This design comes from an exercise in tuning for small area, a short achievable clock period and few clock cycles per item on the open sky130 flow, not from production work.
The RTL was checked by simulation tests, not by an equivalence proof against the original design.
Power and IR drop assume default switching activity.

--- run.sh ---
#!/bin/bash
# synth_recipe.tcl (not shown) runs the flow's synth.tcl, then flattens the netlist and writes it again
# the make line also repeats each setting of config.mk as NAME=value (left out here)
make -C /OpenROAD-flow-scripts/flow DESIGN_CONFIG=/design/flow/config.mk WORK_HOME=/design/flow/orfs CLKGATE_MAP_FILE= SYNTH_SCRIPT=/design/flow/synth_recipe.tcl finish
--- config.mk ---
export PLATFORM = sky130hd
export DESIGN_NAME = sprite_square_expand_cull_core
export DESIGN_NICKNAME = sprite_square_expand_cull_core
export VERILOG_FILES = /design/flow/design.v
export SDC_FILE = /design/flow/constraint.sdc
export NUM_CORES = 4
export LEC_CHECK = 0
export ABC_CLOCK_PERIOD_IN_PS = 3000
export CAP_MARGIN = 20
export CORE_MARGIN = 2
export CORE_UTILIZATION = 45
export CTS_CLUSTER_DIAMETER = 100
export CTS_CLUSTER_SIZE = 24
export SETUP_SLACK_MARGIN = 3.0
export SLEW_MARGIN = 20
export SYNTH_MEMORY_MAX_BITS = 16384
--- constraint.sdc ---
create_clock -name core_clock -period 6.5 [get_ports {clk_i}]
set_input_delay 1.3000 -clock core_clock [delete_from_list [all_inputs] [get_ports {clk_i}]]
set_output_delay 1.3000 -clock core_clock [all_outputs]
set_load 0.01 [all_outputs]
--- design.v ---
package ssec_pkg;
  localparam int TILE_PX                = 16;
  localparam int SPRITE_SLOTS           = 64;
  localparam int SQUARE_SLOTS           = 256;
  localparam int MAX_SQUARES_PER_SPRITE = 64;
  localparam int ActionW  = 2;
  localparam int SprIdW   = 6;
  localparam int PosW     = 16;
  localparam int LayerW   = 8;
  localparam int PixW     = 12;
  localparam int SqIdW    = 8;
  localparam int CntW     = 7;
  localparam int CfgW     = 8;
  localparam int CfgIdxW  = 1;
  localparam int OutPosW  = 16;
  localparam int InDataW  = 112;
  localparam int OutDataW = 56;
  localparam int SqAddrW  = $clog2(SQUARE_SLOTS);
  localparam int ProdW    = PosW + $clog2(TILE_PX) + 1;
  localparam int CoordW   = PosW + $clog2(TILE_PX);
  localparam logic signed [CoordW-1:0] NegTile = CoordW'(-TILE_PX);
  localparam logic [ActionW-1:0] ActPush   = 2'd0;
  localparam logic [ActionW-1:0] ActHeader = 2'd1;
  localparam logic [ActionW-1:0] ActOffset = 2'd2;
  localparam logic [CfgIdxW-1:0] CfgViewWidth  = 1'd0;
  localparam logic [CfgIdxW-1:0] CfgViewHeight = 1'd1;
  typedef struct packed {
    logic [CntW-1:0]  count;
    logic [SqIdW-1:0] base;
    logic [PixW-1:0]  width;
  } hdr_t;
  typedef struct packed {
    logic [PixW-1:0] y;
    logic [PixW-1:0] x;
  } off_t;
  typedef struct packed {
    logic [OutPosW-1:0] x;
    logic [OutPosW-1:0] y;
    logic [SqIdW-1:0]   id;
  } sq_word_t;
endpackage
module sprite_square_expand_cull_core (
  input  logic                            clk_i,
  input  logic                            rst_ni,
  input  logic                            cfg_we_i,
  input  logic [ssec_pkg::CfgIdxW-1:0]    cfg_idx_i,
  input  logic [ssec_pkg::CfgW-1:0]       cfg_wdata_i,
  input  logic                            s_axis_tvalid,
  output logic                            s_axis_tready,
  input  logic [ssec_pkg::InDataW-1:0]    s_axis_tdata,
  input  logic [ssec_pkg::ActionW-1:0]    s_axis_tuser,
  output logic                            m_axis_tvalid,
  input  logic                            m_axis_tready,
  output logic [ssec_pkg::OutDataW-1:0]   m_axis_tdata,
  output logic                            m_axis_tlast
);
  localparam int SPRITE_SLOTS = ssec_pkg::SPRITE_SLOTS;
  localparam int BANK_SLOTS   = ssec_pkg::SQUARE_SLOTS / 2;
  localparam int CoordW       = 20;
  localparam int QD           = 8;
  logic [5:0]  in_id;
  logic [15:0] in_pos_x, in_pos_y;
  logic [7:0]  in_layer;
  logic        in_flip;
  logic [11:0] in_width;
  logic [7:0]  in_base;
  logic [6:0]  in_count;
  logic [7:0]  in_sq_index;
  logic [11:0] in_off_x, in_off_y;
  assign in_id       = s_axis_tdata[5:0];
  assign in_pos_x    = s_axis_tdata[21:6];
  assign in_pos_y    = s_axis_tdata[37:22];
  assign in_layer    = s_axis_tdata[45:38];
  assign in_flip     = s_axis_tdata[46];
  assign in_width    = s_axis_tdata[58:47];
  assign in_base     = s_axis_tdata[66:59];
  assign in_count    = s_axis_tdata[73:67];
  assign in_sq_index = s_axis_tdata[81:74];
  assign in_off_x    = s_axis_tdata[93:82];
  assign in_off_y    = s_axis_tdata[105:94];
  logic in_acc, hdr_wr, off_wr, push_acc;
  assign hdr_wr   = in_acc && (s_axis_tuser == 2'd1);
  assign off_wr   = in_acc && (s_axis_tuser == 2'd2);
  assign push_acc = in_acc && (s_axis_tuser == 2'd0);
  logic [12:0]              lim_x_q, lim_y_q;
  logic signed [CoordW-1:0] nlim_x_q;
  logic [12:0]              cfg_lim;
  assign cfg_lim = {({1'b0, cfg_wdata_i} + 9'd1), 4'd0};
  always_ff @(posedge clk_i or negedge rst_ni) begin
    if (!rst_ni) begin
      lim_x_q  <= 13'd336;
      lim_y_q  <= 13'd256;
      nlim_x_q <= -20'sd352;
    end else if (cfg_we_i) begin
      if (cfg_idx_i) begin
        lim_y_q  <= cfg_lim;
      end else begin
        lim_x_q  <= cfg_lim;
        nlim_x_q <= -20'sd16 - $signed({7'd0, cfg_lim});
      end
    end
  end
  logic [SPRITE_SLOTS-1:0]       spr_live_q;
  logic [SPRITE_SLOTS-1:0][25:0] hdr_mem;
  logic [5:0]                    cnt_m1;
  assign cnt_m1 = (in_count > 7'd64) ? 6'd63 : 6'(in_count - 7'd1);
  always_ff @(posedge clk_i or negedge rst_ni) begin
    if (!rst_ni) begin
      spr_live_q <= '0;
    end else if (hdr_wr) begin
      spr_live_q[in_id] <= (in_count != 7'd0);
    end
  end
  for (genvar i = 0; i < SPRITE_SLOTS; i++) begin : g_hdr
    always_ff @(posedge clk_i) begin
      if (hdr_wr && (in_id == 6'(i))) hdr_mem[i] <= {cnt_m1, in_base, in_width};
    end
  end
  logic [BANK_SLOTS-1:0][23:0] ev_mem, od_mem;
  logic [15:0]                 ow_hi_q, ow_lo_q;
  logic [23:0]                 ow_data_q;
  always_ff @(posedge clk_i or negedge rst_ni) begin
    if (!rst_ni) begin
      ow_hi_q <= '0;
    end else begin
      ow_hi_q <= off_wr ? (16'd1 << in_sq_index[7:4]) : 16'd0;
    end
  end
  always_ff @(posedge clk_i) begin
    if (off_wr) begin
      ow_lo_q   <= 16'd1 << in_sq_index[3:0];
      ow_data_q <= {in_off_y, in_off_x};
    end
  end
  for (genvar i = 0; i < BANK_SLOTS; i++) begin : g_off
    always_ff @(posedge clk_i) begin
      if (ow_hi_q[i / 8] && ow_lo_q[(2 * i) % 16])     ev_mem[i] <= ow_data_q;
      if (ow_hi_q[i / 8] && ow_lo_q[(2 * i + 1) % 16]) od_mem[i] <= ow_data_q;
    end
  end
  logic [25:0] hdr_rd;
  logic [5:0]  hdr_cm1;
  logic [7:0]  hdr_base;
  logic        hdr_live;
  always_comb begin
    hdr_rd = '0;
    for (int i = 0; i < SPRITE_SLOTS; i++) begin
      hdr_rd = hdr_rd | (hdr_mem[i] & {26{in_id == 6'(i)}});
    end
  end
  assign hdr_cm1  = hdr_rd[25:20];
  assign hdr_base = hdr_rd[19:12];
  assign hdr_live = spr_live_q[in_id];
  logic        busy_q;
  logic [5:0]  rem_q;       
  logic [7:0]  sq_q;        
  logic [6:0]  oa_q, ea_q;
  logic [15:0] py0_q;
  logic [11:0] width_q;
  logic [7:0]  layer_q;
  logic        flip_q;
  logic        issue, last_issue, credit_q;
  logic        hdrw_q, e_vld_q;
  logic [QD-1:0] q_th_q, q_th_d;    
  logic busy_d, hdrw_d, credit_d, drained_d, ready_q, ready_d, last_d;
  assign last_issue    = (rem_q[5:1] == 5'd0);           
  assign issue         = busy_q && credit_q;
  assign s_axis_tready = ready_q;
  assign in_acc        = s_axis_tvalid && ready_q;
  always_comb begin
    busy_d = busy_q;
    last_d = last_issue;
    hdrw_d = hdrw_q;
    if (push_acc) begin
      busy_d = hdr_live;
      last_d = (hdr_cm1[5:1] == 5'd0);
    end else if (issue) begin
      if (last_issue) busy_d = 1'b0;
      last_d = (rem_q[5:2] == 4'd0);                    
    end
    if (in_acc) hdrw_d = (s_axis_tuser == 2'd1);
  end
  assign credit_d  = issue ? !q_th_d[QD-4] : !q_th_d[QD-2];
  assign drained_d = !busy_d && !issue && !q_th_d[0];
  assign ready_d   = (!busy_d || (credit_d && last_d)) && (!hdrw_d || drained_d);
  always_ff @(posedge clk_i or negedge rst_ni) begin
    if (!rst_ni) begin
      busy_q   <= 1'b0;
      hdrw_q   <= 1'b0;
      credit_q <= 1'b1;
      ready_q  <= 1'b1;
    end else begin
      busy_q   <= busy_d;
      hdrw_q   <= hdrw_d;
      credit_q <= credit_d;
      ready_q  <= ready_d;
    end
  end
  always_ff @(posedge clk_i) begin
    if (push_acc) begin
      rem_q   <= hdr_cm1;
      sq_q    <= hdr_base;
      oa_q    <= hdr_base[7:1];
      ea_q    <= hdr_base[7:1] + 7'(hdr_base[0]);
      width_q <= hdr_rd[11:0];
      py0_q   <= in_pos_y;
      layer_q <= in_layer;
      flip_q  <= in_flip;
    end else if (issue) begin
      rem_q <= rem_q - 6'd2;
      sq_q  <= sq_q + 8'd2;
      oa_q  <= oa_q + 7'd1;
      ea_q  <= ea_q + 7'd1;
    end
  end
  logic [23:0] ev_rd, od_rd;
  assign ev_rd = ev_mem[ea_q];
  assign od_rd = od_mem[oa_q];
  logic signed [CoordW-1:0] in_px, in_py, in_ax0, in_bx0, in_pb0, in_ay, in_by;
  assign in_px  = {{(CoordW-16){in_pos_x[15]}}, in_pos_x};
  assign in_py  = {{(CoordW-16){in_pos_y[15]}}, in_pos_y};
  assign in_ax0 = in_flip ? (in_px + nlim_x_q) : (-20'sd16 - in_px);
  assign in_bx0 = in_flip ? in_px : ($signed({7'd0, lim_x_q}) - in_px);
  assign in_pb0 = in_flip ? (in_px - 20'sd16) : in_px;
  assign in_ay  = -20'sd16 - in_py;
  assign in_by  = $signed({7'd0, lim_y_q}) - in_py;
  logic        lo_any_y_q, hi_any_y_q, none_y_q;
  logic [11:0] ay_q, by_q;
  logic [11:0] axl_q, bxl_q;
  logic [15:0] pb0_q;
  logic [1:0]  axn_q, axz_q, axp_q, bxn_q, bxz_q, bxp_q;    
  logic [7:0]  in_axh, in_bxh;
  assign in_axh = in_ax0[CoordW-1:12];
  assign in_bxh = in_bx0[CoordW-1:12];
  always_ff @(posedge clk_i) begin
    if (push_acc) begin
      axl_q      <= in_ax0[11:0];
      bxl_q      <= in_bx0[11:0];
      pb0_q      <= in_pb0[15:0];
      axn_q      <= {(in_axh[7] && in_axh != 8'hff), in_axh[7]};
      axz_q      <= {(in_axh == 8'hff), (in_axh == 8'h00)};
      axp_q      <= {!in_axh[7], (!in_axh[7] && in_axh != 8'h00)};
      bxn_q      <= {(in_bxh[7] && in_bxh != 8'hff), in_bxh[7]};
      bxz_q      <= {(in_bxh == 8'hff), (in_bxh == 8'h00)};
      bxp_q      <= {!in_bxh[7], (!in_bxh[7] && in_bxh != 8'h00)};
      lo_any_y_q <= in_ay[CoordW-1];
      hi_any_y_q <= !in_by[CoordW-1] && (in_by[CoordW-2:12] != '0);
      none_y_q   <= (!in_ay[CoordW-1] && ((in_ay[CoordW-2:12] != '0) || (in_ay[11:0] == 12'hfff))) ||
                    in_by[CoordW-1] || (in_by == '0);
      ay_q       <= in_ay[11:0];
      by_q       <= in_by[11:0];
    end
  end
  logic [11:0] wadd, axs, bxs;
  logic [15:0] pbx;
  logic        axc, bxc;
  logic        lo_any_x, hi_any_x, none_x;
  assign wadd       = flip_q ? width_q : 12'd0;
  assign {axc, axs} = {1'b0, axl_q} + {1'b0, wadd};
  assign {bxc, bxs} = {1'b0, bxl_q} + {1'b0, wadd};
  assign pbx        = pb0_q + {4'd0, wadd};
  assign lo_any_x = axn_q[axc];
  assign hi_any_x = bxp_q[bxc];
  assign none_x   = axp_q[axc] || (axz_q[axc] && (axs == 12'hfff)) ||
                    bxn_q[bxc] || (bxz_q[bxc] && (bxs == 12'd0));
  logic        e_b_q, e_end_q, e_flip_q, e_none_q;
  logic        e_lax_q, e_lay_q, e_hax_q, e_hay_q;
  logic [11:0] e_ax_q, e_ay_q, e_bx_q, e_by_q;
  logic        e_par_q;                  
  logic [23:0] e_ev_q, e_od_q;           
  logic [7:0]  e_idev_q, e_idod_q, e_layer_q;
  logic [15:0] e_px_q, e_py_q;
  always_ff @(posedge clk_i or negedge rst_ni) begin
    if (!rst_ni) begin
      e_vld_q <= 1'b0;
    end else begin
      e_vld_q <= issue;
    end
  end
  always_ff @(posedge clk_i) begin
    e_b_q     <= (rem_q != 6'd0);
    e_end_q   <= last_issue;
    e_par_q   <= sq_q[0];
    e_ev_q    <= ev_rd;
    e_od_q    <= od_rd;
    e_idev_q  <= sq_q[0] ? sq_q + 8'd1 : sq_q;
    e_idod_q  <= sq_q[0] ? sq_q : sq_q + 8'd1;
    e_layer_q <= layer_q;
    e_flip_q  <= flip_q;
    e_px_q    <= pbx;
    e_py_q    <= py0_q;
    e_none_q  <= none_x || none_y_q;
    e_lax_q   <= lo_any_x;
    e_lay_q   <= lo_any_y_q;
    e_hax_q   <= hi_any_x;
    e_hay_q   <= hi_any_y_q;
    e_ax_q    <= axs;
    e_ay_q    <= ay_q;
    e_bx_q    <= bxs;
    e_by_q    <= by_q;
  end
  logic [15:0] x_ev, y_ev, x_od, y_od;
  logic        in_ev, in_od, vis_a, vis_b;
  logic [48:0] word_ev, word_od, wb;
  assign x_ev = e_flip_q ? (e_px_q - {4'd0, e_ev_q[11:0]}) : (e_px_q + {4'd0, e_ev_q[11:0]});
  assign y_ev = e_py_q + {4'd0, e_ev_q[23:12]};
  assign x_od = e_flip_q ? (e_px_q - {4'd0, e_od_q[11:0]}) : (e_px_q + {4'd0, e_od_q[11:0]});
  assign y_od = e_py_q + {4'd0, e_od_q[23:12]};
  assign in_ev = !e_none_q &&
                 (e_lax_q || (e_ev_q[11:0] > e_ax_q)) && (e_hax_q || (e_ev_q[11:0] < e_bx_q)) &&
                 (e_lay_q || (e_ev_q[23:12] > e_ay_q)) && (e_hay_q || (e_ev_q[23:12] < e_by_q));
  assign in_od = !e_none_q &&
                 (e_lax_q || (e_od_q[11:0] > e_ax_q)) && (e_hax_q || (e_od_q[11:0] < e_bx_q)) &&
                 (e_lay_q || (e_od_q[23:12] > e_ay_q)) && (e_hay_q || (e_od_q[23:12] < e_by_q));
  assign vis_a = e_vld_q && (e_par_q ? in_od : in_ev);
  assign vis_b = e_vld_q && e_b_q && (e_par_q ? in_ev : in_od);
  assign word_ev = {e_flip_q, e_idev_q, e_layer_q, y_ev, x_ev};
  assign word_od = {e_flip_q, e_idod_q, e_layer_q, y_od, x_od};
  assign wb      = e_par_q ? word_ev : word_od;
  logic [QD-1:0][48:0] q_word_q;
  logic [QD-1:0]       q_last_q;
  logic [QD-1:0]       q_wr_q, q_rd_q, q_wr1, q_wrm1;
  logic                tail_open_q;
  logic                any_vis, two_vis, retro;
  logic [48:0]         w0;
  logic                w0_last, deq, o_vld_q, o_free;
  assign any_vis = vis_a || vis_b;
  assign two_vis = vis_a && vis_b;
  assign w0      = (vis_a ^ e_par_q) ? word_ev : word_od;
  assign w0_last = e_end_q && !two_vis;
  assign retro   = e_vld_q && e_end_q && !any_vis && tail_open_q;
  assign q_wr1   = {q_wr_q[QD-2:0], q_wr_q[QD-1]};
  assign q_wrm1  = {q_wr_q[0], q_wr_q[QD-1:1]};
  assign o_free  = !o_vld_q || m_axis_tready;
  assign deq     = o_free && q_th_q[0] && (!tail_open_q || q_th_q[1]);
  always_comb begin
    q_th_d = q_th_q;
    case ({any_vis, two_vis, deq})
      3'b001:  q_th_d = {1'b0, q_th_q[QD-1:1]};
      3'b100:  q_th_d = {q_th_q[QD-2:0], 1'b1};
      3'b110:  q_th_d = {q_th_q[QD-3:0], 2'b11};
      3'b111:  q_th_d = {q_th_q[QD-2:0], 1'b1};
      default: q_th_d = q_th_q;
    endcase
  end
  always_ff @(posedge clk_i or negedge rst_ni) begin
    if (!rst_ni) begin
      q_wr_q      <= QD'(1);
      q_rd_q      <= QD'(1);
      q_th_q      <= '0;
      tail_open_q <= 1'b0;
    end else begin
      if (two_vis)      q_wr_q <= {q_wr1[QD-2:0], q_wr1[QD-1]};
      else if (any_vis) q_wr_q <= q_wr1;
      if (deq) q_rd_q <= {q_rd_q[QD-2:0], q_rd_q[QD-1]};
      q_th_q <= q_th_d;
      if (any_vis)                 tail_open_q <= !e_end_q;
      else if (e_vld_q && e_end_q) tail_open_q <= 1'b0;
    end
  end
  for (genvar i = 0; i < QD; i++) begin : g_q
    always_ff @(posedge clk_i) begin
      if (e_vld_q && q_wr_q[i]) begin
        q_word_q[i] <= w0;
        q_last_q[i] <= w0_last;
      end else if (e_vld_q && q_wr1[i]) begin
        q_word_q[i] <= wb;
        q_last_q[i] <= e_end_q;
      end else if (retro && q_wrm1[i]) begin
        q_last_q[i] <= 1'b1;
      end
    end
  end
  logic [49:0] o_q, q_head;
  always_comb begin
    q_head = '0;
    for (int i = 0; i < QD; i++) begin
      q_head = q_head | ({q_last_q[i], q_word_q[i]} & {50{q_rd_q[i]}});
    end
  end
  always_ff @(posedge clk_i or negedge rst_ni) begin
    if (!rst_ni) begin
      o_vld_q <= 1'b0;
    end else if (o_free) begin
      o_vld_q <= deq;
    end
  end
  always_ff @(posedge clk_i) begin
    if (deq) o_q <= q_head;
  end
  assign m_axis_tvalid = o_vld_q;
  assign m_axis_tlast  = o_q[49];
  assign m_axis_tdata  = {7'd0, o_q[48:0]};
endmodule
==> results.sh, run 1 <==
export IMPL_p_int_mw=80.0
export IMPL_layout_setup_ws_ns=2.75
export IMPL_max_freq_mhz=267
export IMPL_grt_max_degree=224
export IMPL_clk_pin_slew_ns=0.09
export IMPL_final_hold_viol_count=0
export IMPL_clockBufferDepth=4
export IMPL_syn_area_per_cell_sq_um=21.2
export IMPL_yosys_area_share_simple_pct=2.58
export IMPL_first_pass_iters=6
export IMPL_min_period_ns=3.75
export IMPL_via_count=174000
export IMPL_rr_endpoint="e_none_q$_DFF_P_"
export IMPL_regArea_sq_mm=0.260
export IMPL_wire_per_inst_microns=38.0
export IMPL_status="finished clean"
export IMPL_r2r_start="width_q[1]$_DFFE_PP_"
export IMPL_antenna_left=0
export IMPL_core_sq_mm=0.750
export IMPL_numClockSinks=8721
export IMPL_num_rows=318
export IMPL_routed_wirelength_microns=1030000
export IMPL_io_pins=187
export IMPL_synth_top_family_by_area="multiplexers"
export IMPL_seqPwrFrac_pct=58.9
export IMPL_setup_worst_path_class="reg -> reg"
export IMPL_die_area_sq_mm=0.760
export IMPL_cp_startpoint="width_q[1]$_DFFE_PP_"
export IMPL_fin_setup_tns_ns=0
export IMPL_synth_cell_type_count=87
export IMPL_critical_path_required_ns=7.45
export IMPL_p_clk_share_pct=27.6
export IMPL_synth_xor_area_share_pct=0.551
export IMPL_slew_viol_final=0
export IMPL_crit_path_start_kind="flop"
export IMPL_ff2ff_setup_slack_ns=2.75
export IMPL_synth_fa_ha_area_share_pct=0.847
export IMPL_vias_per_cell=6.43
export IMPL_first_iter_violations=27700
export IMPL_synthMuxAreaShare_pct=14.8
export IMPL_syn_instance_count=16000
export IMPL_htreeDepth=5
export IMPL_yosys_most_used_dff="edfxtp_1"
export IMPL_setup_viol=0
export IMPL_grt_first_pass_wirelength_microns=1390000
export IMPL_netlist_top_cells_area="edfxtp_1, mux4_2, a22oi_1"
export IMPL_grt_usage_pct=26.3
export IMPL_grt_setup_unrepaired="true"
export IMPL_drive_gt1_share_pct=24.9
export IMPL_grt_pass1_vias=165000
export IMPL_hold_ws_ns=0.149
export IMPL_power_frac_comb_pct=13.4
export IMPL_async_flop_share_pct=1.58
export IMPL_p_per_area_mw_per_mm2=283
export IMPL_yosys_warnings=1
export IMPL_utilization_pct=50.2
export IMPL_finClkSkew_ns=0.0986
export IMPL_grt_overflow_total=0
export IMPL_insertion_delay_ns=1.17
export IMPL_tightest_slew_ns=1.24
export IMPL_end_kind="flop"
export IMPL_antenna_found_initial=136
export IMPL_r2r_cells=14
export IMPL_cts_buffers=410
export IMPL_worst_ir_drop_vdd_mv=0.250
export IMPL_path_max_fanout=2
export IMPL_hpwl_microns=593000
export IMPL_finalCritPeriodShare_pct=57.7
export IMPL_synth_top_area_share_pct=74.8
export IMPL_relSlewSlack_pct=17.2
export IMPL_synth_edff_count=8432
export IMPL_p_sw_share_pct=24.8
export IMPL_dpl_worst_slack_ns=0.530
export IMPL_crit_arrival_ns=4.70
export IMPL_yosysTopAreaCell="edfxtp_1"
export IMPL_drc_errors=0
export IMPL_min_path_type="in -> async"
export IMPL_fillers=59100
export IMPL_fp_dieW_microns=872
export IMPL_start_util_pct=45.2
export IMPL_switching_power_mw=26.4
export IMPL_fp_dieH_microns=872
export IMPL_area_growth_pct=11.1
export IMPL_place_gp_congestion=0.893
export IMPL_synth_seq_area_share_pct=76.7
export IMPL_hold_buffers=0
export IMPL_fin_nets=17200
export IMPL_max_cap_violations=0
export IMPL_port_buffer_count=173
export IMPL_ys_seq_elements=8721
export IMPL_cts_tree="yes"
export IMPL_multi_input_area_sq_mm=0.0777
export IMPL_root_buffer="clkbuf_16"
export IMPL_netlist_area_sq_mm=0.339
export IMPL_synth_compound_area_share_pct=3.42
export IMPL_p_leak_nw=119
## cells in the final DEF (no fill, tap or decap), types with 23 or more instances in the layout
| cell | count |
|---|---|
| o21a_1 | 27 |
| dfrtp_1 | 117 |
| buf_4 | 803 |
| bufbuf_16 | 23 |
| xnor2_1 | 138 |
| nand2_1 | 530 |
| a22oi_1 | 991 |
| clkdlybuf4s50_1 | 136 |
| mux2i_4 | 24 |
| a21o_1 | 37 |
| mux4_2 | 2034 |
| and2_1 | 232 |
| mux2i_1 | 189 |
| buf_6 | 38 |
| dfxtp_1 | 130 |
| buf_12 | 121 |
| clkbuf_16 | 426 |
| nor2_4 | 69 |
| buf_16 | 86 |
| nor2_1 | 259 |
| nand4_1 | 149 |
| nor3_4 | 51 |
| nor4_1 | 50 |
| clkbuf_1 | 123 |
| mux2_4 | 48 |
| xor2_1 | 62 |
| a21oi_1 | 179 |
| and2_2 | 54 |
| nand3_1 | 69 |
| o21ai_0 | 174 |
| ha_1 | 198 |
| diode_2 | 133 |
| nor3_1 | 119 |
| mux2_2 | 99 |
| edfxtp_1 | 8432 |
| inv_1 | 136 |
## kinds of logic after synthesis
kind of cell,count (synthesis)
flops,8721
xor+xnor,213
mux,2408
compound gates,1645
buf+inv,987
fa+ha+maj,225
other cells,2
simple gates,1783
## metal layers
layer	global-route usage (%)	vias up	wire length, microns
met3	4.99	1818	106000
met4	8.84	52	43000
met5	0.150	-	483
met2	41.1	10100	477000
li1	-	68300	-
met1	37.6	93600	401000
## how the worst max path moves through the flow
stage                                   end  slack (ns)
after floorplan           ea_q[6]$_DFFE_PP_        2.40
after global placement    ea_q[6]$_DFFE_PP_        0.53
after detailed placement  ea_q[6]$_DFFE_PP_        0.53
after CTS                  e_none_q$_DFF_P_        2.75
after global routing       e_none_q$_DFF_P_        2.65
final                      e_none_q$_DFF_P_        2.75
## registers in the layout (all words and copies together), names as in the netlist, 11 cells and up
name / count
axl_q: 12
ay_q: 11
e_bx_q: 11
e_by_q: 11
e_ev_q: 24
e_od_q: 24
e_px_q: 16
e_py_q: 16
ev_mem: 3072
hdr_mem: 1664
o_q: 50
od_mem: 3072
ow_data_q: 24
ow_hi_q: 16
ow_lo_q: 16
pb0_q: 15
py0_q: 16
q_word_q: 392
spr_live_q: 64
width_q: 12
## layout make-up
class                           count  share of cell area [%]
Inverter                          151                   0.155
Sequential cell                  8721                    69.0
Timing Repair Buffer             1259                    3.75
Multi-Input combinational cell   6283                    20.7
Antenna cell                      133                  0.0884
Clock inverter                     48                   0.197
Clock buffer                      535                    2.86
Tap cell                         9920                    3.30
## repair_timing
item                       in CTS  in global routing
resized for setup             364                168
setup buffers                 202                 57
pin swaps                      80                 52
gates cloned                   56                 16
setup endpoints to repair     737                458
## worst max-delay path, cell delays in order, from the launching register on
cell	delay, ns
edfxtp_1	0.99
nand2_2	0.15
inv_2	0.11
ha_1	0.22
a21o_1	0.19
a21oi_4	0.19
buf_4	0.14
o21ba_2	0.14
o21ai_0	0.15
a2111oi_2	0.39
buf_4	0.18
xnor2_1	0.23
nor4b_4	0.12
nor4_4	0.27
o21ai_1	0.12
## cell usage after synthesis (all sizes together) (174+ instances only)
cell type and number:
o21ai 204, edfxtp 8432, a22oi 1005, nor3 174, buf 243, and2 295, mux4 2034, nor2 337
clkbuf 593, a21oi 197, nand2 546, mux2i 220, ha 218
## through the flow
stage | area (sq um) | std cells | total power [mW]
6_report | 376000 | 27100 | 106
5_1_grt | 376000 | 26900 | 109
4_1_cts | 374000 | 26800 | 106
3_5_place_dp | 358000 | 26000 | 77.0
3_3_place_gp | 357000 | 26000 | 76.8
2_1_floorplan | 340000 | 16000 | 72.0
## power groups by stage
stage	clock (mW)	sequential, mW	combinational, mW
floorplan	0	64.0	7.97
global placement	0	64.0	12.8
detailed placement	0	64.0	13.0
CTS	29.8	62.7	14.0
global route	31.5	62.8	15.0
finish	29.4	62.7	14.3
Testbench counts, summed over its fixed seeds: cycles 27,568, squares 25,595.
==> run 2, diff against run 1 <==
--- a/design.v
+++ b/design.v
@@ -159,12 +159,14 @@
   logic [11:0] width_q;
   logic [7:0]  layer_q;
   logic        flip_q;
-  logic        issue, last_issue, credit_q;
+  logic        issue, last_issue, credit;
   logic        hdrw_q, e_vld_q;
   logic [QD-1:0] q_th_q, q_th_d;    
-  logic busy_d, hdrw_d, credit_d, drained_d, ready_q, ready_d, last_d;
+  logic          deq;               
+  logic busy_d, hdrw_d, credit_n, drained_n, ready_q, ready_d, last_d;
   assign last_issue    = (rem_q[5:1] == 5'd0);           
-  assign issue         = busy_q && credit_q;
+  assign credit        = e_vld_q ? !q_th_q[QD-4] : !q_th_q[QD-2];
+  assign issue         = busy_q && credit;
   assign s_axis_tready = ready_q;
   assign in_acc        = s_axis_tvalid && ready_q;
   always_comb begin
@@ -180,19 +182,28 @@
     end
     if (in_acc) hdrw_d = (s_axis_tuser == 2'd1);
   end
-  assign credit_d  = issue ? !q_th_d[QD-4] : !q_th_d[QD-2];
-  assign drained_d = !busy_d && !issue && !q_th_d[0];
-  assign ready_d   = (!busy_d || (credit_d && last_d)) && (!hdrw_d || drained_d);
+  always_comb begin
+    case ({issue, e_vld_q, deq})
+      3'b000:  credit_n = !q_th_q[QD-2];
+      3'b001:  credit_n = !q_th_q[QD-1];
+      3'b010:  credit_n = !q_th_q[QD-4];
+      3'b011:  credit_n = !q_th_q[QD-3];
+      3'b100:  credit_n = !q_th_q[QD-4];
+      3'b101:  credit_n = !q_th_q[QD-3];
+      3'b110:  credit_n = !q_th_q[QD-6];
+      default: credit_n = !q_th_q[QD-5];
+    endcase
+  end
+  assign drained_n = !busy_d && !issue && !e_vld_q && (deq ? !q_th_q[1] : !q_th_q[0]);
+  assign ready_d   = !push_acc && (!busy_d || (credit_n && last_d)) && (!hdrw_d || drained_n);
   always_ff @(posedge clk_i or negedge rst_ni) begin
     if (!rst_ni) begin
       busy_q   <= 1'b0;
       hdrw_q   <= 1'b0;
-      credit_q <= 1'b1;
       ready_q  <= 1'b1;
     end else begin
       busy_q   <= busy_d;
       hdrw_q   <= hdrw_d;
-      credit_q <= credit_d;
       ready_q  <= ready_d;
     end
   end
@@ -318,28 +329,33 @@
   assign word_od = {e_flip_q, e_idod_q, e_layer_q, y_od, x_od};
   assign wb      = e_par_q ? word_ev : word_od;
   logic [QD-1:0][48:0] q_word_q;
-  logic [QD-1:0]       q_last_q;
-  logic [QD-1:0]       q_wr_q, q_rd_q, q_wr1, q_wrm1;
+  logic [QD-1:0]       q_last_q, q_ok_q;
+  logic [QD-1:0]       q_wr_q, q_rd_q, q_wr1, q_wrm1, q_rd1, q_sel;
   logic                tail_open_q;
-  logic                any_vis, two_vis, retro;
-  logic [48:0]         w0;
-  logic                w0_last, deq, o_vld_q, o_free;
-  assign any_vis = vis_a || vis_b;
-  assign two_vis = vis_a && vis_b;
-  assign w0      = (vis_a ^ e_par_q) ? word_ev : word_od;
-  assign w0_last = e_end_q && !two_vis;
-  assign retro   = e_vld_q && e_end_q && !any_vis && tail_open_q;
-  assign q_wr1   = {q_wr_q[QD-2:0], q_wr_q[QD-1]};
-  assign q_wrm1  = {q_wr_q[0], q_wr_q[QD-1:1]};
-  assign o_free  = !o_vld_q || m_axis_tready;
-  assign deq     = o_free && q_th_q[0] && (!tail_open_q || q_th_q[1]);
+  logic                any_vis, retro, head_hole, o_vld_q, o_free;
+  logic [48:0]         wa;
+  assign any_vis   = vis_a || vis_b;
+  assign wa        = e_par_q ? word_od : word_ev;
+  assign retro     = e_vld_q && e_end_q && !any_vis && tail_open_q;
+  assign q_wr1     = {q_wr_q[QD-2:0], q_wr_q[QD-1]};
+  assign q_wrm1    = {q_wr_q[0], q_wr_q[QD-1:1]};
+  assign q_rd1     = {q_rd_q[QD-2:0], q_rd_q[QD-1]};
+  assign o_free    = !o_vld_q || m_axis_tready;
+  assign head_hole = |(q_rd_q & ~q_ok_q);
+  assign q_sel     = (q_rd_q & q_ok_q) | (q_rd1 & ~{q_ok_q[QD-2:0], q_ok_q[QD-1]});
+  assign deq       = o_free && (head_hole ? (q_th_q[1] && (!tail_open_q || q_th_q[2]))
+                                          : (q_th_q[0] && (!tail_open_q || q_th_q[1])));
   always_comb begin
     q_th_d = q_th_q;
-    case ({any_vis, two_vis, deq})
-      3'b001:  q_th_d = {1'b0, q_th_q[QD-1:1]};
-      3'b100:  q_th_d = {q_th_q[QD-2:0], 1'b1};
-      3'b110:  q_th_d = {q_th_q[QD-3:0], 2'b11};
-      3'b111:  q_th_d = {q_th_q[QD-2:0], 1'b1};
+    case ({vis_b, vis_a && !vis_b, deq, head_hole})
+      4'b0010: q_th_d = {1'b0, q_th_q[QD-1:1]};
+      4'b0011: q_th_d = {2'b0, q_th_q[QD-1:2]};
+      4'b0100: q_th_d = {q_th_q[QD-2:0], 1'b1};
+      4'b0101: q_th_d = {q_th_q[QD-2:0], 1'b1};
+      4'b0111: q_th_d = {1'b0, q_th_q[QD-1:1]};
+      4'b1000: q_th_d = {q_th_q[QD-3:0], 2'b11};
+      4'b1001: q_th_d = {q_th_q[QD-3:0], 2'b11};
+      4'b1010: q_th_d = {q_th_q[QD-2:0], 1'b1};
       default: q_th_d = q_th_q;
     endcase
   end
@@ -350,9 +366,9 @@
       q_th_q      <= '0;
       tail_open_q <= 1'b0;
     end else begin
-      if (two_vis)      q_wr_q <= {q_wr1[QD-2:0], q_wr1[QD-1]};
-      else if (any_vis) q_wr_q <= q_wr1;
-      if (deq) q_rd_q <= {q_rd_q[QD-2:0], q_rd_q[QD-1]};
+      if (vis_b)      q_wr_q <= {q_wr1[QD-2:0], q_wr1[QD-1]};
+      else if (vis_a) q_wr_q <= q_wr1;
+      if (deq) q_rd_q <= head_hole ? {q_rd1[QD-2:0], q_rd1[QD-1]} : q_rd1;
       q_th_q <= q_th_d;
       if (any_vis)                 tail_open_q <= !e_end_q;
       else if (e_vld_q && e_end_q) tail_open_q <= 1'b0;
@@ -361,11 +377,13 @@
   for (genvar i = 0; i < QD; i++) begin : g_q
     always_ff @(posedge clk_i) begin
       if (e_vld_q && q_wr_q[i]) begin
-        q_word_q[i] <= w0;
-        q_last_q[i] <= w0_last;
+        q_word_q[i] <= wa;
+        q_last_q[i] <= e_end_q && !vis_b;
+        q_ok_q[i]   <= vis_a;
       end else if (e_vld_q && q_wr1[i]) begin
         q_word_q[i] <= wb;
         q_last_q[i] <= e_end_q;
+        q_ok_q[i]   <= 1'b1;
       end else if (retro && q_wrm1[i]) begin
         q_last_q[i] <= 1'b1;
       end
@@ -375,7 +393,7 @@
   always_comb begin
     q_head = '0;
     for (int i = 0; i < QD; i++) begin
-      q_head = q_head | ({q_last_q[i], q_word_q[i]} & {50{q_rd_q[i]}});
+      q_head = q_head | ({q_last_q[i], q_word_q[i]} & {50{q_sel[i]}});
     end
   end
   always_ff @(posedge clk_i or negedge rst_ni) begin
--- a/config.mk
+++ b/config.mk
@@ -8,7 +8,7 @@
 export ABC_CLOCK_PERIOD_IN_PS = 3000
 export CAP_MARGIN = 20
 export CORE_MARGIN = 2
-export CORE_UTILIZATION = 45
+export CORE_UTILIZATION = 62
 export CTS_CLUSTER_DIAMETER = 100
 export CTS_CLUSTER_SIZE = 24
 export SETUP_SLACK_MARGIN = 3.0
==> run 2 against run 1 <==
Net effect:
- synthesized area grew 0.14%
- maximum frequency is essentially flat
- sequential power grew 1%
- count of clock-buffer cells in the layout grew 26
- critical path depth shrank 5
- final cell count shrank 9.5%
- wire length shrank 1.6%
- global-route usage grew 10 points
- clock skew shrank 0.015 ns
==> results.sh, run 2 <==
export IMPL_status="finished clean"
export IMPL_wire_per_inst_microns=41.3
export IMPL_fin_cells=24500
export IMPL_clk_pin_slew_ns=0.10
export IMPL_slew_viol_final=0
export IMPL_num_rows=271
export IMPL_antenna_left=0
export IMPL_seqPwrFrac_pct=54.4
export IMPL_dpl_instance_area_sq_mm=0.355
export IMPL_worst_ir_drop_vdd_mv=0.259
export IMPL_synth_seq_area_share_pct=76.6
export IMPL_grt_pass1_vias=171000
export IMPL_netlist_area_sq_mm=0.339
export IMPL_utilization_pct=68.6
export IMPL_core_sq_mm=0.545
export IMPL_setup_worst_path_class="reg -> reg"
export IMPL_root_buffer="clkbuf_16"
export IMPL_yosys_warnings=1
export IMPL_fin_setup_tns_ns=0
export IMPL_drive_gt1_share_pct=24.6
export IMPL_first_iter_violations=31200
export IMPL_path_max_fanout=9
export IMPL_syn_area_per_cell_sq_um=21.0
export IMPL_fp_dieW_microns=744
export IMPL_place_gp_congestion=0.924
export IMPL_tightest_slew_ns=1.27
export IMPL_place_inst=23400
export IMPL_setup_viol=0
export IMPL_area_growth_pct=10.2
export IMPL_p_sw_share_pct=27.3
export IMPL_yosysTopAreaCell="edfxtp_1"
export IMPL_most_common_layout_cells="edfxtp_1, mux4_2, a22oi_1, buf_4, nand2_1"
export IMPL_antenna_found_initial=139
export IMPL_ys_seq_elements=8728
export IMPL_insertion_delay_ns=1.13
export IMPL_finClkSkew_ns=0.0837
export IMPL_end_kind="flop"
export IMPL_crit_arrival_ns=4.65
export IMPL_start_util_pct=62.2
export IMPL_p_clk_share_pct=24.4
export IMPL_vias_per_cell=7.25
export IMPL_clockBufferDepth=4
export IMPL_grt_max_degree=205
export IMPL_synth_most_common_cell="edfxtp_1"
export IMPL_relSlewSlack_pct=15.6
export IMPL_layout_cells_most_common="edfxtp_1"
export IMPL_netlist_top_cells_count="edfxtp_1, mux4_2, a22oi_1"
export IMPL_p_per_area_mw_per_mm2=313
export IMPL_finalCritPeriodShare_pct=57.7
export IMPL_min_period_ns=3.75
export IMPL_synth_top_area_share_pct=74.7
export IMPL_max_cap_violations=0
export IMPL_min_path_type="in -> async"
export IMPL_grt_first_pass_wirelength_microns=1370000
export IMPL_max_freq_mhz=267
export IMPL_switching_power_mw=31.9
export IMPL_largestRegisters="ev_mem x3072, od_mem x3072, hdr_mem x1664"
export IMPL_yosys_most_used_dff="edfxtp_1"
export IMPL_grt_overflow_total=0
export IMPL_io_pins=187
export IMPL_routed_wirelength_microns=1010000
export IMPL_fp_dieH_microns=744
export IMPL_critical_path_required_ns=7.41
export IMPL_p_leak_nw=120
export IMPL_cts_tree="yes"
export IMPL_netlist_top_cells_area="edfxtp_1, mux4_2, a22oi_1"
export IMPL_cts_buffers=402
export IMPL_die_area_sq_mm=0.553
export IMPL_synth_cell_type_count=83
export IMPL_fin_area_sq_mm=0.374
export IMPL_hpwl_microns=589000
export IMPL_numClockSinks=8728
export IMPL_via_count=177000
export IMPL_p_int_mw=85.0
export IMPL_htreeDepth=5
export IMPL_grt_setup_unrepaired="true"
export IMPL_syn_instance_count=16100
export IMPL_async_flop_share_pct=1.57
export IMPL_power_frac_comb_pct=21.2
export IMPL_first_pass_iters=12
export IMPL_grt_usage_pct=36.4
export IMPL_final_hold_viol_count=0
export IMPL_fin_nets=17300
export IMPL_drc_errors=0
export IMPL_synth_edff_count=8440
export IMPL_port_buffer_count=173
export IMPL_crit_path_start_kind="flop"
run 2: metal layers:
layer	part of all wire, %	track usage, %	up-vias
li1	-	-	68700
met1	36	51.8	93600
met2	46	55.5	12900
met3	13	8.78	2147
met4	4.9	14.4	60
met5	0.044	0.0961	-
run 2: stage by stage:
stage / worst slack (ns) / hold slack [ns] / power [mW]
floorplan: 2.29 / 0.323 / 77.5
global placement: 0.508 / 0.326 / 85.2
detailed placement: 0.510 / 0.328 / 85.8
CTS: 2.84 / 0.0335 / 116
global route: 2.75 / 0.0720 / 120
finish: 2.75 / 0.0947 / 117
run 2: cells by family after synthesis:
| family | share of synthesized area, % |
|---|---|
| xor gates and xnor gates | 0.584 |
| muxes | 14.7 |
| buffers and inverters | 1.12 |
| and+or+nand+nor | 2.72 |
| DFF | 76.6 |
| AOI/OAI and AO/OA | 3.43 |
| adders and majority gates | 0.842 |
| other | 0.00221 |
run 2: final cells by class:
class	count	area (sq um)
flip-flops and latches	8728	260000
fillers	33400	171000
multi-input cells	6395	78600
repair buffers	1273	14200
clock buffers	561	10800
well taps	7234	9050
inverters	153	591
diodes	118	295
clock inverters	22	288
run 2: power by group through the flow:
stage	clock, mW	sequential, mW	combinational [mW]
global route	30.5	63.6	25.9
detailed placement	0	64.7	21.1
CTS	28.8	63.6	23.9
finish	28.5	63.6	24.8
floorplan	0	64.5	13.0
global placement	0	64.7	20.6
run 2: what timing repair did:
action / in CTS / in global routing
pin swaps: 83 / 95
cloned: 71 / 19
endpoints found under the setup margin: 471 / 260
hold buffers: 0 / 0
resized for setup: 406 / 213
hold endpoints to repair: 0 / 0
buffers inserted: 206 / 55
run 2: critical path, cell delays in order, from the launching register on:
cell,delay [ns]
edfxtp_1,0.39
buf_6,0.12
buf_16,0.19
buf_16,0.18
buf_12,0.14
buf_16,0.15
mux4_2,0.51
mux4_2,0.64
mux4_2,0.73
mux2_4,0.43
run 2: path summary, 6_finish.rpt:
path / cells after the start / startpoint / slack (ns) / to
min reg2reg: 0 / by_q[4]$_DFFE_PP_ / 0.34 / e_by_q[4]$_DFF_P_
max: 9 / ea_q[0]$_DFFE_PN_ / 2.75 / e_ev_q[1]$_DFF_P_
max reg2reg: 9 / ea_q[0]$_DFFE_PN_ / 2.75 / e_ev_q[1]$_DFF_P_
min: 1 / rst_ni / 0.09 / hdrw_q$_DFF_PN0_
max in group asynchronous: 2 / rst_ni / 5.00 / e_vld_q$_DFF_PN0_
min in group core_clock: 0 / by_q[4]$_DFFE_PP_ / 0.34 / e_by_q[4]$_DFF_P_
Testbench counts of run 2, summed over its fixed seeds: cycles 27,764, squares 25,595.
==> run 3, diff against run 2 <==
--- a/design.v
+++ b/design.v
@@ -57,7 +57,7 @@
   localparam int SPRITE_SLOTS = ssec_pkg::SPRITE_SLOTS;
   localparam int BANK_SLOTS   = ssec_pkg::SQUARE_SLOTS / 2;
   localparam int CoordW       = 20;
-  localparam int QD           = 8;
+  localparam int QD           = 10;
   logic [5:0]  in_id;
   logic [15:0] in_pos_x, in_pos_y;
   logic [7:0]  in_layer;
==> run 3 against run 2 <==
Net effect:
- still clean
- worst hold slack gained 0.23 ns
- worst setup slack got worse by 0.071 ns
- count of clock-buffer cells in the layout fell by 32
- cell area rose by 2.0%
- combinational power up 4%
- critical endpoint is now q_th_q[0]$_DFFE_PN0P_
- largest cell class unchanged
==> results.sh, run 3 <==
export IMPL_netlist_top_cells_count="edfxtp_1, mux4_2, a22oi_1"
export IMPL_synth_seq_area_share_pct=76.4
export IMPL_antenna_found_initial=121
export IMPL_netlist_area_sq_mm=0.344
export IMPL_grt_overflow_total=0
export IMPL_setup_viol=0
export IMPL_first_iter_violations=32200
export IMPL_cp_startpoint="e_od_q[4]$_DFF_P_"
export IMPL_htreeDepth=5
export IMPL_min_from="by_q[11]$_DFFE_PP_"
export IMPL_num_rows=273
export IMPL_relSlewSlack_pct=12.5
export IMPL_io_pins=187
export IMPL_crit_arrival_ns=4.75
export IMPL_status="finished clean"
export IMPL_max_freq_mhz=262
export IMPL_r2r_cells=15
export IMPL_syn_instance_count=16700
export IMPL_finalCritPeriodShare_pct=58.7
export IMPL_critical_path_required_ns=7.43
export IMPL_first_pass_iters=9
export IMPL_place_inst=24000
export IMPL_port_buffer_count=173
export IMPL_wire_per_inst_microns=40.8
export IMPL_die_area_sq_mm=0.561
export IMPL_max_cap_violations=0
export IMPL_vias_per_cell=7.28
export IMPL_fp_dieW_microns=749
export IMPL_fp_dieH_microns=749
export IMPL_critPathMaxStageDelay_ns=0.50
export IMPL_fin_cells=25100
export IMPL_clk_pin_slew_ns=0.10
export IMPL_cp_common_cell="buf_4"
export IMPL_path_max_fanout=6
export IMPL_grt_max_degree=193
export IMPL_insertion_delay_ns=1.13
export IMPL_routed_wirelength_microns=1030000
export IMPL_setup_worst_path_class="reg -> reg"
export IMPL_synth_cell_type_count=82
export IMPL_rr_endpoint="q_th_q[0]$_DFFE_PN0P_"
export IMPL_drive_gt1_share_pct=24.8
export IMPL_netlist_top_cells_area="edfxtp_1, mux4_2, a22oi_1"
export IMPL_clockBufferDepth=4
export IMPL_drc_errors=0
export IMPL_dpl_instance_area_sq_mm=0.361
export IMPL_multi_input_area_sq_mm=0.0812
export IMPL_worst_ir_drop_vdd_mv=0.308
export IMPL_async_flop_share_pct=1.62
export IMPL_regArea_sq_mm=0.263
export IMPL_tightest_slew_ns=1.31
export IMPL_r2r_start="e_od_q[4]$_DFF_P_"
export IMPL_via_count=183000
export IMPL_end_kind="flop"
export IMPL_yosys_most_used_dff="edfxtp_1"
export IMPL_fin_area_sq_mm=0.381
export IMPL_antenna_left=0
export IMPL_ff2ff_setup_slack_ns=2.68
export IMPL_most_common_layout_cells="edfxtp_1, mux4_2, a22oi_1, buf_4, nand2_1"
export IMPL_area_growth_pct=10.7
export IMPL_worstHoldPathCells=0
export IMPL_final_hold_viol_count=0
export IMPL_worst_path_max_delay_cell="dfxtp_2"
export IMPL_grt_pass1_vias=175000
export IMPL_grt_first_pass_wirelength_microns=1400000
export IMPL_hpwl_microns=588000
export IMPL_yosys_warnings=1
export IMPL_finClkSkew_ns=0.123
export IMPL_cts_buffers=410
export IMPL_p_leak_nw=123
export IMPL_synth_top_area_share_pct=74.5
export IMPL_p_per_area_mw_per_mm2=314
export IMPL_slew_viol_final=0
export IMPL_fillers=33700
export IMPL_synth_most_common_cell="edfxtp_1"
export IMPL_syn_area_per_cell_sq_um=20.7
export IMPL_min_period_ns=3.82
export IMPL_start_util_pct=62.3
export IMPL_grt_usage_pct=36.2
export IMPL_synth_edff_count=8542
export IMPL_place_gp_congestion=0.951
export IMPL_ys_seq_elements=8836
export IMPL_fin_nets=18000
export IMPL_core_sq_mm=0.553
export IMPL_layout_cells_most_common="edfxtp_1"
export IMPL_yosysTopAreaCell="edfxtp_1"
export IMPL_root_buffer="clkbuf_16"
export IMPL_grt_setup_unrepaired="true"
export IMPL_path_cells="ha_4 > nand4_1 > nor4_2 > buf_4 > a2111o_1 > a311oi_2 > buf_4 > o211a_4 > buf_4 > a22oi_2 > or3b_4 > a21oi_4 > buf_4 > mux2i_2 > a22oi_2"
export IMPL_fin_setup_tns_ns=0
export IMPL_min_to="e_by_q[11]$_DFF_P_"
export IMPL_min_path_type="reg -> reg"
export IMPL_largestRegisters="ev_mem x3072, od_mem x3072, hdr_mem x1664"
export IMPL_numClockSinks=8836
export IMPL_cts_tree="yes"
export IMPL_crit_path_start_kind="flop"
## run 3: cell count changes after synthesis, sizes merged, moves of 51 or more
cell,delta
mux2i,+60
edfxtp,+102
a221oi,+51
mux2,-80
nand2,+329
a22oi,-56
## run 3: per-stage QoR
step                hold WS, ns  setup slack (ns)  power (mW)  utilization [%]
floorplan                 0.323              2.16        79.2                -
global placement          0.324             0.281        87.6             65.2
detailed placement        0.327             0.302        88.1             65.2
CTS                       0.343              2.83         119             68.4
global route              0.349              2.60         123             68.9
finish                    0.325              2.68         120             68.9
## run 3: worst max path at each step
stage / endpoint / slack, ns / depth (start not counted)
after floorplan: ea_q[6]$_DFFE_PN_ / 2.16 / 18
after global placement: ea_q[6]$_DFFE_PN_ / 0.28 / 14
after detailed placement: ea_q[6]$_DFFE_PN_ / 0.30 / 16
after CTS: q_th_q[4]$_DFFE_PN0P_ / 2.83 / 16
after global routing: q_th_q[5]$_DFFE_PN0P_ / 2.60 / 16
final: q_th_q[0]$_DFFE_PN0P_ / 2.68 / 15
## run 3: cells by family after synthesis
| logic type | count (synthesis) | share of synthesized area [%] |
|---|---|---|
| AOI/OAI and AO/OA | 1758 | 3.59 |
| xor gates and xnor gates | 237 | 0.603 |
| adders and majority gates | 224 | 0.829 |
| buffers and inverters | 1037 | 1.14 |
| DFF | 8836 | 76.4 |
| muxes | 2389 | 14.4 |
| other | 2 | 0.00218 |
| and+or+nand+nor | 2185 | 3.03 |
## run 3: where the power goes
| group | internal [mW] | leakage (nW) | switching, mW | total [mW] |
|---|---|---|---|---|
| clock network | 11.9 | 5.51 | 17.2 | 29.2 |
| logic | 10.8 | 38.0 | 15.1 | 25.9 |
| registers | 63.6 | 79.8 | 0.849 | 64.5 |
| total | 86.4 | 123 | 33.2 | 120 |
## run 3: final cells by class
| cell class | count | area share [%] |
|---|---|---|
| Timing Repair Buffer | 1408 | 4.07 |
| Clock buffer | 529 | 2.86 |
| Inverter | 148 | 0.159 |
| Antenna cell | 67 | 0.0440 |
| Tap cell | 7287 | 2.39 |
| Multi-Input combinational cell | 6809 | 21.3 |
| Sequential cell | 8836 | 69.1 |
| Clock inverter | 27 | 0.120 |
## run 3: timing repair
item | in CTS | in global routing
pin swaps | 109 | 87
resized for setup | 498 | 235
gates cloned | 80 | 16
endpoints found under the hold margin | 18 | 0
buffers inserted | 231 | 107
hold buffers | 1 | 0
setup endpoints to repair | 515 | 387
## run 3: layer usage
layer  wire, microns  global-route usage (%)  vias up
met2          471000                    54.5    13400
met3          134000                    8.40     2079
met1          376000                    52.9    96500
li1                -                       -    70800
met5             452                  0.0680        -
met4           45000                    13.4       59
## run 3: worst max-delay path, delay by kind of cell, from the launching register on
| kind | cells | cell delay (ns) |
|---|---|---|
| flops | 1 | 0.50 |
| compound gates | 6 | 1.37 |
| simple gates | 3 | 0.68 |
| buf+inv | 4 | 0.68 |
| mux | 1 | 0.21 |
| fa+ha+maj | 1 | 0.24 |
Testbench counts of run 3, summed over its fixed seeds: cycles 27,260, squares 25,595.
==> run 4, diff against run 3 <==
--- a/design.v
+++ b/design.v
@@ -57,7 +57,7 @@
   localparam int SPRITE_SLOTS = ssec_pkg::SPRITE_SLOTS;
   localparam int BANK_SLOTS   = ssec_pkg::SQUARE_SLOTS / 2;
   localparam int CoordW       = 20;
-  localparam int QD           = 10;
+  localparam int QD           = 8;
   logic [5:0]  in_id;
   logic [15:0] in_pos_x, in_pos_y;
   logic [7:0]  in_layer;
@@ -237,8 +237,10 @@
   assign in_by  = $signed({7'd0, lim_y_q}) - in_py;
   logic        lo_any_y_q, hi_any_y_q, none_y_q;
   logic [11:0] ay_q, by_q;
-  logic [11:0] axl_q, bxl_q;
-  logic [15:0] pb0_q;
+  logic [11:0] axl_q, bxl_q, nbxl_q;
+  logic [11:0] pb0_q;
+  logic [3:0]  pbh_q [4];           
+  logic [3:0]  pyh1_q;              
   logic [1:0]  axn_q, axz_q, axp_q, bxn_q, bxz_q, bxp_q;    
   logic [7:0]  in_axh, in_bxh;
   assign in_axh = in_ax0[CoordW-1:12];
@@ -247,7 +249,13 @@
     if (push_acc) begin
       axl_q      <= in_ax0[11:0];
       bxl_q      <= in_bx0[11:0];
-      pb0_q      <= in_pb0[15:0];
+      nbxl_q     <= 12'd0 - in_bx0[11:0];
+      pb0_q      <= in_pb0[11:0];
+      pbh_q[0]   <= in_pb0[15:12] - 4'd1;
+      pbh_q[1]   <= in_pb0[15:12];
+      pbh_q[2]   <= in_pb0[15:12] + 4'd1;
+      pbh_q[3]   <= in_pb0[15:12] + 4'd2;
+      pyh1_q     <= in_pos_y[15:12] + 4'd1;
       axn_q      <= {(in_axh[7] && in_axh != 8'hff), in_axh[7]};
       axz_q      <= {(in_axh == 8'hff), (in_axh == 8'h00)};
       axp_q      <= {!in_axh[7], (!in_axh[7] && in_axh != 8'h00)};
@@ -263,24 +271,30 @@
     end
   end
   logic [11:0] wadd, axs, bxs;
-  logic [15:0] pbx;
+  logic [11:0] pbx;
+  logic        pbc;
+  logic [3:0]  pxh0, pxh1;
   logic        axc, bxc;
   logic        lo_any_x, hi_any_x, none_x;
   assign wadd       = flip_q ? width_q : 12'd0;
   assign {axc, axs} = {1'b0, axl_q} + {1'b0, wadd};
   assign {bxc, bxs} = {1'b0, bxl_q} + {1'b0, wadd};
-  assign pbx        = pb0_q + {4'd0, wadd};
+  assign {pbc, pbx} = {1'b0, pb0_q} + {1'b0, wadd};
+  assign pxh0 = flip_q ? pbh_q[{1'b0, pbc}] : pbh_q[{1'b0, pbc} + 2'd1];
+  assign pxh1 = flip_q ? pbh_q[{1'b0, pbc} + 2'd1] : pbh_q[{1'b0, pbc} + 2'd2];
   assign lo_any_x = axn_q[axc];
   assign hi_any_x = bxp_q[bxc];
-  assign none_x   = axp_q[axc] || (axz_q[axc] && (axs == 12'hfff)) ||
-                    bxn_q[bxc] || (bxz_q[bxc] && (bxs == 12'd0));
+  assign none_x   = axp_q[axc] || (axz_q[axc] && (wadd == ~axl_q)) ||
+                    bxn_q[bxc] || (bxz_q[bxc] && (wadd == nbxl_q));
   logic        e_b_q, e_end_q, e_flip_q, e_none_q;
   logic        e_lax_q, e_lay_q, e_hax_q, e_hay_q;
   logic [11:0] e_ax_q, e_ay_q, e_bx_q, e_by_q;
   logic        e_par_q;                  
   logic [23:0] e_ev_q, e_od_q;           
   logic [7:0]  e_idev_q, e_idod_q, e_layer_q;
-  logic [15:0] e_px_q, e_py_q;
+  logic [11:0] e_px_q;
+  logic [15:0] e_py_q;
+  logic [3:0]  e_pxh0_q, e_pxh1_q, e_pyh1_q;
   always_ff @(posedge clk_i or negedge rst_ni) begin
     if (!rst_ni) begin
       e_vld_q <= 1'b0;
@@ -299,6 +313,9 @@
     e_layer_q <= layer_q;
     e_flip_q  <= flip_q;
     e_px_q    <= pbx;
+    e_pxh0_q  <= pxh0;
+    e_pxh1_q  <= pxh1;
+    e_pyh1_q  <= pyh1_q;
     e_py_q    <= py0_q;
     e_none_q  <= none_x || none_y_q;
     e_lax_q   <= lo_any_x;
@@ -313,10 +330,16 @@
   logic [15:0] x_ev, y_ev, x_od, y_od;
   logic        in_ev, in_od, vis_a, vis_b;
   logic [48:0] word_ev, word_od, wb;
-  assign x_ev = e_flip_q ? (e_px_q - {4'd0, e_ev_q[11:0]}) : (e_px_q + {4'd0, e_ev_q[11:0]});
-  assign y_ev = e_py_q + {4'd0, e_ev_q[23:12]};
-  assign x_od = e_flip_q ? (e_px_q - {4'd0, e_od_q[11:0]}) : (e_px_q + {4'd0, e_od_q[11:0]});
-  assign y_od = e_py_q + {4'd0, e_od_q[23:12]};
+  logic [11:0] xl_ev, yl_ev, xl_od, yl_od;
+  logic        xc_ev, yc_ev, xc_od, yc_od;
+  assign {xc_ev, xl_ev} = {1'b0, e_px_q} + {1'b0, e_flip_q ? ~e_ev_q[11:0] : e_ev_q[11:0]} + 13'(e_flip_q);
+  assign {xc_od, xl_od} = {1'b0, e_px_q} + {1'b0, e_flip_q ? ~e_od_q[11:0] : e_od_q[11:0]} + 13'(e_flip_q);
+  assign {yc_ev, yl_ev} = {1'b0, e_py_q[11:0]} + {1'b0, e_ev_q[23:12]};
+  assign {yc_od, yl_od} = {1'b0, e_py_q[11:0]} + {1'b0, e_od_q[23:12]};
+  assign x_ev = {xc_ev ? e_pxh1_q : e_pxh0_q, xl_ev};
+  assign x_od = {xc_od ? e_pxh1_q : e_pxh0_q, xl_od};
+  assign y_ev = {yc_ev ? e_pyh1_q : e_py_q[15:12], yl_ev};
+  assign y_od = {yc_od ? e_pyh1_q : e_py_q[15:12], yl_od};
   assign in_ev = !e_none_q &&
                  (e_lax_q || (e_ev_q[11:0] > e_ax_q)) && (e_hax_q || (e_ev_q[11:0] < e_bx_q)) &&
                  (e_lay_q || (e_ev_q[23:12] > e_ay_q)) && (e_hay_q || (e_ev_q[23:12] < e_by_q));
--- a/config.mk
+++ b/config.mk
@@ -8,7 +8,7 @@
 export ABC_CLOCK_PERIOD_IN_PS = 3000
 export CAP_MARGIN = 20
 export CORE_MARGIN = 2
-export CORE_UTILIZATION = 62
+export CORE_UTILIZATION = 70
 export CTS_CLUSTER_DIAMETER = 100
 export CTS_CLUSTER_SIZE = 24
 export SETUP_SLACK_MARGIN = 3.0
==> run 4 against run 3 <==
Net effect:
- the layout now fails its checks (max-slew violations)
- global-route usage grew 4.8 points
- non-clock buffer count shrank 208
- register-to-register slack gained 0.15 ns
- largest power group unchanged
==> results.sh, run 4 <==
export IMPL_status="failed layout checks"
export IMPL_failed_checks="max-slew violations"
export IMPL_clk_pin_slew_ns=0.09
export IMPL_hold_buffers=0
export IMPL_cts_tree="yes"
export IMPL_synth_top_family_by_area="multiplexers"
export IMPL_regArea_sq_mm=0.261
export IMPL_drc_errors=0
export IMPL_drive_gt1_share_pct=24.5
export IMPL_start_util_pct=70.3
export IMPL_fillers=24700
export IMPL_syn_area_per_cell_sq_um=21.3
export IMPL_die_area_sq_mm=0.490
export IMPL_clockBufferDepth=4
export IMPL_netlist_top_cells_area="edfxtp_1, mux4_2, a22oi_1"
export IMPL_area_growth_pct=9.67
export IMPL_antenna_found_initial=138
export IMPL_fin_setup_tns_ns=0
export IMPL_synth_xor_area_share_pct=0.586
export IMPL_async_flop_share_pct=1.56
export IMPL_numClockSinks=8761
export IMPL_synth_edff_count=8465
export IMPL_p_per_area_mw_per_mm2=325
export IMPL_finalCritPeriodShare_pct=56.5
export IMPL_fp_dieH_microns=700
export IMPL_synth_seq_area_share_pct=76.9
export IMPL_critical_path_required_ns=7.45
export IMPL_finClkSkew_ns=0.0898
export IMPL_synth_most_common_cell="edfxtp_1"
export IMPL_setup_worst_path_class="reg -> reg"
export IMPL_num_rows=255
export IMPL_fin_nets=17100
export IMPL_min_period_ns=3.67
export IMPL_yosys_most_used_dff="edfxtp_1"
export IMPL_root_buffer="clkbuf_16"
export IMPL_max_cap_violations=0
export IMPL_core_sq_mm=0.482
export IMPL_htreeDepth=5
export IMPL_insertion_delay_ns=1.14
export IMPL_max_freq_mhz=272
export IMPL_yosysTopAreaCell="edfxtp_1"
export IMPL_antenna_left=0
export IMPL_yosys_warnings=2
export IMPL_grt_max_degree=196
export IMPL_routed_wirelength_microns=1010000
export IMPL_grt_usage_pct=41.0
export IMPL_first_iter_violations=36400
export IMPL_grt_overflow_total=0
export IMPL_largestRegisters="ev_mem x3072, od_mem x3072, hdr_mem x1664"
export IMPL_synth_compound_area_share_pct=3.32
export IMPL_synth_fa_ha_area_share_pct=0.831
export IMPL_worst_ir_drop_vdd_mv=0.580
export IMPL_grt_first_pass_wirelength_microns=1370000
export IMPL_yosys_area_share_simple_pct=2.55
export IMPL_p_leak_nw=119
export IMPL_slew_viol_final=127
export IMPL_min_path_type="in -> async"
export IMPL_utilization_pct=77.1
export IMPL_port_buffer_count=173
export IMPL_ys_seq_elements=8761
export IMPL_path_max_fanout=7
export IMPL_tightest_slew_ns=1.73
export IMPL_place_gp_congestion=0.928
export IMPL_io_pins=187
export IMPL_wire_per_inst_microns=43.1
export IMPL_via_count=180000
export IMPL_synth_cell_type_count=89
export IMPL_layout_cells_most_common="edfxtp_1"
export IMPL_most_common_layout_cells="edfxtp_1, mux4_2, a22oi_1, buf_4, nand2_1"
export IMPL_netlist_area_sq_mm=0.339
export IMPL_synthMuxAreaShare_pct=14.7
export IMPL_syn_instance_count=15900
export IMPL_hpwl_microns=548000
export IMPL_relSlewSlack_pct=-15.0
export IMPL_grt_setup_unrepaired="true"
export IMPL_cts_buffers=404
export IMPL_netlist_top_cells_count="edfxtp_1, mux4_2, a22oi_1"
export IMPL_end_kind="flop"
export IMPL_crit_arrival_ns=4.62
export IMPL_synth_top_area_share_pct=75.0
export IMPL_crit_path_start_kind="flop"
export IMPL_setup_viol=0
export IMPL_final_hold_viol_count=0
export IMPL_grt_pass1_vias=174000
export IMPL_first_pass_iters=7
export IMPL_multi_input_area_sq_mm=0.0774
export IMPL_vias_per_cell=7.70
export IMPL_fp_dieW_microns=700
[run 4: layout make-up]
cell class / instances / area share, %
clock inverter: 24 / 0.0955
inverter: 137 / 0.144
antenna: 108 / 0.0727
sequential: 8761 / 70.1
multi-input combinational: 6234 / 20.8
tap: 6425 / 2.16
clock buffer: 544 / 2.91
timing repair buffer: 1200 / 3.66
[run 4: metrics by stage]
| stage | std cells | hold slack, ns | cell area [sq um] | setup WS [ns] | power [mW] |
|---|---|---|---|---|---|
| 6_report | 23400 | 0.208 | 372000 | 2.83 | 121 |
| 5_1_grt | 23300 | 0.283 | 372000 | 2.73 | 123 |
| 4_1_cts | 23200 | 0.276 | 369000 | 2.90 | 119 |
| 3_5_place_dp | 22400 | 0.327 | 353000 | 0.608 | 89.7 |
| 3_3_place_gp | 22400 | 0.324 | 353000 | 0.518 | 89.1 |
| 2_1_floorplan | 15900 | 0.323 | 341000 | 2.45 | 80.5 |
[run 4: logic make-up (layout without fill, tap and decap cells)]
logic type,count (synthesis),count (layout)
buffers and inverters,948,1905
adder cells (fa/ha/maj),221,221
XOR/XNOR,227,227
flip-flops,8761,8761
AND/OR/NAND/NOR,1769,1770
multiplexers,2409,2409
AO/OA/AOI/OAI,1598,1598
other,2,117
[run 4: final timing paths]
kind | start | cells after the start | to | slack [ns]
worst max-delay path | ea_q[0]$_DFFE_PN_ | 11 | e_ev_q[6]$_DFF_P_ | 2.83
worst min-delay path | rst_ni | 1 | hdrw_q$_DFF_PN0_ | 0.21
worst max register to register | ea_q[0]$_DFFE_PN_ | 11 | e_ev_q[6]$_DFF_P_ | 2.83
worst min register to register | pyh1_q[2]$_DFFE_PP_ | 0 | e_pyh1_q[2]$_DFF_P_ | 0.34
max in group asynchronous | rst_ni | 2 | lim_y_q[9]$_DFFE_PN0P_ | 4.94
min in group core_clock | pyh1_q[2]$_DFFE_PP_ | 0 | e_pyh1_q[2]$_DFF_P_ | 0.34
[run 4: routing by layer]
layer / routed length [microns] / part of all wire (%) / track usage [%]
met1: 325000 / 32 / 56.2
met2: 466000 / 46 / 61.9
met3: 155000 / 15 / 11.7
met4: 62700 / 6.2 / 20.3
met5: 467 / 0.046 / 0
[run 4: power by group]
part / internal (mW) / switching [mW]
clock: 11.7 / 16.8
combinational: 12.2 / 16.1
sequential: 63.0 / 0.900
total: 86.9 / 33.8
[run 4: what timing repair did]
action,4_1_cts,5_1_grt
gates cloned,61,35
endpoints found under the setup margin,368,369
setup buffers,194,60
resized for setup,382,188
pin swaps,80,43
[run 4: worst max-delay path, stage by stage (launching register included)]
cell      delay [ns]
edfxtp_1        0.39
buf_12          0.16
buf_16          0.18
buf_12          0.15
buf_16          0.16
buf_12          0.16
buf_4           0.14
buf_16          0.14
mux4_2          0.54
mux4_2          0.58
mux4_2          0.54
mux2_4          0.32
Testbench counts of run 4, summed over its fixed seeds: cycles 27,764, squares 25,595.

[static timing again, ports no longer ideal]
No port has a modelled driver above. Below, the same layouts with a new extraction and two added sets of constraints. Step 1 assumes that a clkbuf_16 drives the clock port and a buf_2 every other input. Step 2 times the ports against the registers' clock, not the clock port: input delays grow and output delays shrink by t, the midpoint of the rising clock arrivals with the driver on. a / b / c = no drivers / after step 1 / after step 2; a / b = the first two.
run | t, ns | slack for setup (ns) | hold slack, ns
run 1 | 1.246 | 2.750 / 2.750 / 1.695 | 0.149 / 0.045 / 0.347
run 2 | 1.218 | 2.752 / 2.752 / 1.761 | 0.095 / 0.003 / 0.338
run 3 | 1.195 | 2.681 / 2.681 / 1.534 | 0.325 / 0.325 / 0.325
run 4 | 1.217 | 2.828 / 2.828 / 1.858 | 0.208 / 0.126 / 0.342
The setup slack of run 3, which loses most, moves by 0.000 ns with the drivers and by -1.147 ns with both steps.
